What follows belongs to an exercise in optimizing a design on an open flow for small area, a short achievable clock period and few clock cycles per item; a production flow would make more cautious choices. Only simulation tests tie the RTL to the original design; equivalence was not proved. No activity file was given, so power comes from the tool's default toggle rates.

==> module dpu_div, before the edit <==
module dpu_div (
    input  logic        i_clk,
    input  logic        i_rst_n,
    input  logic        i_cfg_we,
    input  logic [31:0] i_near,
    input  logic [31:0] i_far,
    output logic [5:0]  o_br,
    output logic [3:0]  o_half,
    output logic        o_mode32,
    output logic        o_nfok,
    input  logic        i_valid,
    output logic        o_take,
    input  logic [55:0] i_d,
    input  logic [4:0]  i_skh,
    input  logic [44:0] i_ax,
    input  logic [44:0] i_ay,
    input  logic        i_nx,
    input  logic        i_ny,
    output logic        o_valid,
    input  logic        i_stall,
    output logic [31:0] o_x,
    output logic [31:0] o_y,
    output logic [31:0] o_z
);
    logic        r_div;          
    logic        r_tail;         
    logic        r_out;          
    logic        r_axl;          
    logic        r_hv;           
    logic        r_first;        
    logic        r_nfm, r_nft;   
    logic        r_nfok;
    logic [63:0] r_nf;
    logic [4:0]  r_cnt;
    logic [4:0]  r_len, r_lenp;  
    logic [55:0] r_r, r_d;
    logic [57:0] r_d3;
    logic [31:0] r_z;
    logic [44:0] r_ax, r_ay;
    logic [66:0] r_accx, r_accy;
    logic        r_ovx, r_ovy;
    logic [1:0]  r_q;
    logic        r_nx, r_ny, r_nxp, r_nyp;
    logic        mode32, fz, last, hold, step, load, nfstart, q1, q0;
    logic [23:0] nfv;
    logic [3:0]  half;
    logic [4:0]  len;
    logic [1:0]  fb;
    logic [31:0] zm;
    logic [57:0] t;
    logic [58:0] s1, s2, s3;
    logic        g1, g2, g3;
    logic [55:0] rn;
    logic [66:0] ax0, ay0;
    logic [66:0] hx, hy;
    assign mode32  = (i_near[31:24] != '0) || (i_far[31:24] != '0);
    assign fz      = i_far == '0;
    assign nfv     = i_near[23:0] | i_far[23:0];
    always_comb begin
        half = 4'd1;
        for (int i = 0; i < 24; i++) if (nfv[i]) half = 4'(i / 2 + 1);
        o_br = 6'd0;
        for (int i = 0; i < 48; i++) if (r_nf[i]) o_br = 6'(i + 1);
    end
    assign o_half   = half;
    assign o_mode32 = mode32;
    assign o_nfok   = r_nfok;
    assign len      = mode32 ? 5'd16 : 5'({1'b0, half} - i_skh);
    assign last    = r_div && (r_cnt == '0);
    assign hold    = last && (o_valid || r_tail || r_out);    
    assign step    = r_div && !hold;
    assign load    = (!r_div || step && last) && !r_axl && r_nfok && i_valid;
    assign nfstart = !r_div && !r_tail && !r_out && !r_axl && !r_nfm && !r_nft
                     && !r_nfok && !i_cfg_we;
    assign o_take  = load;
    always_comb begin
        fb = 2'b00;
        if (mode32) begin
            case (r_cnt)
                5'd15: fb = r_nf[7:6];
                5'd14: fb = r_nf[5:4];
                5'd13: fb = r_nf[3:2];
                5'd12: fb = r_nf[1:0];
                default: fb = 2'b00;
            endcase
        end
    end
    assign t  = {r_r, fb};
    assign s1 = {1'b0, t} - {3'b0, r_d};
    assign s2 = {1'b0, t} - {2'b0, r_d, 1'b0};
    assign s3 = {1'b0, t} - {1'b0, r_d3};
    assign g1 = !s1[58];
    assign g2 = !s2[58];
    assign g3 = !s3[58];
    assign rn = g3 ? s3[55:0] : g2 ? s2[55:0] : g1 ? s1[55:0] : t[55:0];
    assign q1 = g2 && !fz;
    assign q0 = (g3 || g1 && !g2) && !fz;
    always_comb begin
        for (int i = 0; i < 32; i++) zm[i] = r_z[i] && (5'(i / 2) < r_lenp);
    end
    assign ax0 = r_first ? 67'd0 : r_accx;
    assign ay0 = r_first ? 67'd0 : r_accy;
    assign hx = {ax0[64:0], 2'b0} + (r_q[1] ? {21'b0, r_ax, 1'b0} : 67'd0)
                                  + (r_q[0] ? {22'b0, r_ax} : 67'd0);
    assign hy = {ay0[64:0], 2'b0} + (r_q[1] ? {21'b0, r_ay, 1'b0} : 67'd0)
                                  + (r_q[0] ? {22'b0, r_ay} : 67'd0);
    function automatic logic [31:0] f_sat(input logic ov, input logic [30:0] m, input logic neg);
        if (ov) f_sat = neg ? 32'h80000000 : 32'h7FFFFFFF;
        else    f_sat = neg ? 32'd0 - {1'b0, m} : {1'b0, m};
    endfunction
    always_ff @(posedge i_clk) begin
        if (!i_rst_n) begin
            r_div   <= 1'b0;
            r_tail  <= 1'b0;
            r_out   <= 1'b0;
            r_axl   <= 1'b0;
            r_hv    <= 1'b0;
            r_nfm   <= 1'b0;
            r_nft   <= 1'b0;
            r_nfok  <= 1'b0;
            o_valid <= 1'b0;
        end else begin
            if (o_valid && !i_stall) o_valid <= 1'b0;
            if (r_out) o_valid <= 1'b1;
            r_tail <= step && last;
            r_out  <= r_tail;
            r_axl  <= load;
            r_hv   <= r_nfm || step;
            if (load) r_div <= 1'b1;
            else if (step && last) r_div <= 1'b0;
            r_nfm <= i_cfg_we ? 1'b0 : nfstart ? 1'b1 : (r_nfm && r_cnt == '0) ? 1'b0 : r_nfm;
            r_nft <= !i_cfg_we && r_nfm && r_cnt == '0;
            if (i_cfg_we) r_nfok <= 1'b0;
            else if (r_nft) r_nfok <= 1'b1;
        end
    end
    always_ff @(posedge i_clk) begin
        if (load) begin
            r_cnt  <= len - 5'd1;
            r_r    <= mode32 ? r_nf[63:8] : r_nf[55:0] << {i_skh, 1'b0};
            r_d    <= i_d;
            r_d3   <= {2'b0, i_d} + {1'b0, i_d, 1'b0};
        end else if (nfstart) begin
            r_cnt  <= mode32 ? 5'd15 : 5'(5'd27 - {1'b0, half});
        end else if (r_nfm) begin
            r_cnt  <= r_cnt - 5'd1;
        end else if (step) begin
            r_cnt  <= r_cnt - 5'd1;
            r_r    <= rn;
        end
        if (nfstart) r_z <= i_far;
        else if (r_nfm) r_z <= {r_z[29:0], 2'b0};
        else if (step) r_z <= {r_z[29:0], q1, q0};
        if (load) r_len <= len;
        if (step && last) r_lenp <= r_len;
        if (r_nfm) r_q <= r_z[31:30];
        else if (step) r_q <= {q1, q0};
        if (r_axl) r_first <= 1'b1;
        else if (r_hv) r_first <= 1'b0;
        if (r_tail) begin
            o_z <= zm[31] ? 32'h80000000 : 32'd0 - zm;
        end
        if (r_axl) begin
            r_ax   <= i_ax;
            r_ay   <= i_ay;
            r_nxp  <= i_nx;
            r_nyp  <= i_ny;
        end else if (nfstart) begin
            r_ax   <= {13'b0, i_near};
        end
        if (r_tail) begin
            r_nx   <= r_nxp;
            r_ny   <= r_nyp;
        end
        if (nfstart) begin
            r_accx <= '0;
            r_ovx  <= 1'b0;
        end else if (r_hv) begin
            r_accx <= hx;
            r_accy <= hy;
            r_ovx  <= !r_first && (r_ovx || r_accx[66:64] != '0);
            r_ovy  <= !r_first && (r_ovy || r_accy[66:64] != '0);
        end
        if (r_nft) r_nf <= hx[63:0];
        if (r_out) begin
            o_x <= f_sat(r_ovx || r_accx[66:64] != '0, r_accx[63:33], r_nx);
            o_y <= f_sat(r_ovy || r_accy[66:64] != '0, r_accy[63:33], r_ny);
        end
    end
endmodule
Settings: LEC_CHECK=0, CAP_MARGIN=20, CORE_MARGIN=2, CORE_UTILIZATION=40, PLACE_DENSITY=0.6, SLEW_MARGIN=20; clock period 14.0 ns.
run.sh (not shown) runs the stock make flow with config.mk's settings and CLKGATE_MAP_FILE= SYNTH_SCRIPT=/design/flow/synth_recipe.tcl, a recipe that flattens the netlist after the stock synthesis.
Testbench counts at the start, summed over its fixed seeds: cycles 24,040, points 2,345.
==> next run, changes <==
--- a/flow/design.v
+++ b/flow/design.v
@@ -120,11 +120,15 @@
     logic        r_out;          
     logic        r_axl;          
     logic        r_hv;           
     logic        r_first;        
     logic        r_nfm, r_nft;   
-    logic        r_nfok;
+    logic        r_nfok, r_nfok0;
+    logic        r_cfgd;         
+    logic        r_mode32, r_fz;
+    logic [3:0]  r_half;
+    logic [1:0]  r_fb;           
     logic [63:0] r_nf;
     logic [4:0]  r_cnt;
     logic [4:0]  r_len, r_lenp;  
     logic [55:0] r_r, r_d;
     logic [57:0] r_d3;
@@ -136,51 +140,43 @@
     logic        r_nx, r_ny, r_nxp, r_nyp;
     logic        mode32, fz, last, hold, step, load, nfstart, q1, q0;
     logic [23:0] nfv;
     logic [3:0]  half;
     logic [4:0]  len;
-    logic [1:0]  fb;
     logic [31:0] zm;
     logic [57:0] t;
     logic [58:0] s1, s2, s3;
     logic        g1, g2, g3;
     logic [55:0] rn;
     logic [66:0] ax0, ay0;
     logic [66:0] hx, hy;
-    assign mode32  = (i_near[31:24] != '0) || (i_far[31:24] != '0);
-    assign fz      = i_far == '0;
     assign nfv     = i_near[23:0] | i_far[23:0];
     always_comb begin
         half = 4'd1;
         for (int i = 0; i < 24; i++) if (nfv[i]) half = 4'(i / 2 + 1);
-        o_br = 6'd0;
-        for (int i = 0; i < 48; i++) if (r_nf[i]) o_br = 6'(i + 1);
     end
-    assign o_half   = half;
-    assign o_mode32 = mode32;
+    always_ff @(posedge i_clk) begin
+        r_mode32 <= (i_near[31:24] != '0) || (i_far[31:24] != '0);
+        r_fz     <= i_far == '0;
+        r_half   <= half;
+        o_br     <= 6'd0;
+        for (int i = 0; i < 48; i++) if (r_nf[i]) o_br <= 6'(i + 1);
+    end
+    assign mode32   = r_mode32;
+    assign fz       = r_fz;
+    assign o_half   = r_half;
+    assign o_mode32 = r_mode32;
     assign o_nfok   = r_nfok;
-    assign len      = mode32 ? 5'd16 : 5'({1'b0, half} - i_skh);
+    assign len      = mode32 ? 5'd16 : 5'({1'b0, r_half} - i_skh);
     assign last    = r_div && (r_cnt == '0);
     assign hold    = last && (o_valid || r_tail || r_out);    
     assign step    = r_div && !hold;
     assign load    = (!r_div || step && last) && !r_axl && r_nfok && i_valid;
     assign nfstart = !r_div && !r_tail && !r_out && !r_axl && !r_nfm && !r_nft
-                     && !r_nfok && !i_cfg_we;
+                     && !r_nfok && !r_nfok0 && !i_cfg_we && !r_cfgd;
     assign o_take  = load;
-    always_comb begin
-        fb = 2'b00;
-        if (mode32) begin
-            case (r_cnt)
-                5'd15: fb = r_nf[7:6];
-                5'd14: fb = r_nf[5:4];
-                5'd13: fb = r_nf[3:2];
-                5'd12: fb = r_nf[1:0];
-                default: fb = 2'b00;
-            endcase
-        end
-    end
-    assign t  = {r_r, fb};
+    assign t  = {r_r, r_fb};
     assign s1 = {1'b0, t} - {3'b0, r_d};
     assign s2 = {1'b0, t} - {2'b0, r_d, 1'b0};
     assign s3 = {1'b0, t} - {1'b0, r_d3};
     assign g1 = !s1[58];
     assign g2 = !s2[58];
@@ -209,10 +205,11 @@
             r_axl   <= 1'b0;
             r_hv    <= 1'b0;
             r_nfm   <= 1'b0;
             r_nft   <= 1'b0;
             r_nfok  <= 1'b0;
+            r_nfok0 <= 1'b0;
             o_valid <= 1'b0;
         end else begin
             if (o_valid && !i_stall) o_valid <= 1'b0;
             if (r_out) o_valid <= 1'b1;
             r_tail <= step && last;
@@ -221,32 +218,43 @@
             r_hv   <= r_nfm || step;
             if (load) r_div <= 1'b1;
             else if (step && last) r_div <= 1'b0;
             r_nfm <= i_cfg_we ? 1'b0 : nfstart ? 1'b1 : (r_nfm && r_cnt == '0) ? 1'b0 : r_nfm;
             r_nft <= !i_cfg_we && r_nfm && r_cnt == '0;
+            r_nfok0 <= !i_cfg_we && r_nft;
             if (i_cfg_we) r_nfok <= 1'b0;
-            else if (r_nft) r_nfok <= 1'b1;
+            else if (r_nfok0) r_nfok <= 1'b1;
         end
     end
     always_ff @(posedge i_clk) begin
         if (load) begin
             r_cnt  <= len - 5'd1;
             r_r    <= mode32 ? r_nf[63:8] : r_nf[55:0] << {i_skh, 1'b0};
             r_d    <= i_d;
             r_d3   <= {2'b0, i_d} + {1'b0, i_d, 1'b0};
         end else if (nfstart) begin
-            r_cnt  <= mode32 ? 5'd15 : 5'(5'd27 - {1'b0, half});
+            r_cnt  <= mode32 ? 5'd15 : 5'(5'd27 - {1'b0, r_half});
         end else if (r_nfm) begin
             r_cnt  <= r_cnt - 5'd1;
         end else if (step) begin
             r_cnt  <= r_cnt - 5'd1;
             r_r    <= rn;
         end
         if (nfstart) r_z <= i_far;
         else if (r_nfm) r_z <= {r_z[29:0], 2'b0};
         else if (step) r_z <= {r_z[29:0], q1, q0};
         if (load) r_len <= len;
+        r_cfgd <= i_cfg_we || !i_rst_n;
+        if (load) r_fb <= mode32 ? r_nf[7:6] : 2'b00;
+        else if (step) begin
+            case (r_cnt)
+                5'd15: r_fb <= mode32 ? r_nf[5:4] : 2'b00;
+                5'd14: r_fb <= mode32 ? r_nf[3:2] : 2'b00;
+                5'd13: r_fb <= mode32 ? r_nf[1:0] : 2'b00;
+                default: r_fb <= 2'b00;
+            endcase
+        end
         if (step && last) r_lenp <= r_len;
         if (r_nfm) r_q <= r_z[31:30];
         else if (step) r_q <= {q1, q0};
         if (r_axl) r_first <= 1'b1;
         else if (r_hv) r_first <= 1'b0;
What happened: Total power goes down by 5.2%. Final cell count goes up by about 1.3%. Die area goes up by 2.1%. Setup slack improves by 0.42 ns. Global-route usage hardly moves.
Testbench counts after the change, summed over its fixed seeds: cycles 24,072, points 2,345.

-- static timing again, ports no longer ideal --
Ports are ideal in the flow. The routed layouts listed here were re-timed in OpenROAD. Step 1, drivers: a clkbuf_16 drives i_clk and a buf_2 each remaining input, both assumed. Step 2 also shifts input and output timing later by t, the mid clock arrival at the registers, as if the neighbouring blocks saw the same clock. Slacks: no drivers / after step 1 / after step 2; pairs: no drivers / after step 1.
| run | t (ns) | setup WS [ns] | worst setup path after step 2 |
|---|---|---|---|
| the first run | 0.873 | 6.361 / 6.361 / 6.361 | register to register |
| the second run | 0.876 | 6.784 / 6.784 / 6.784 | register to register |
After both steps setup and hold are still met in every run listed.
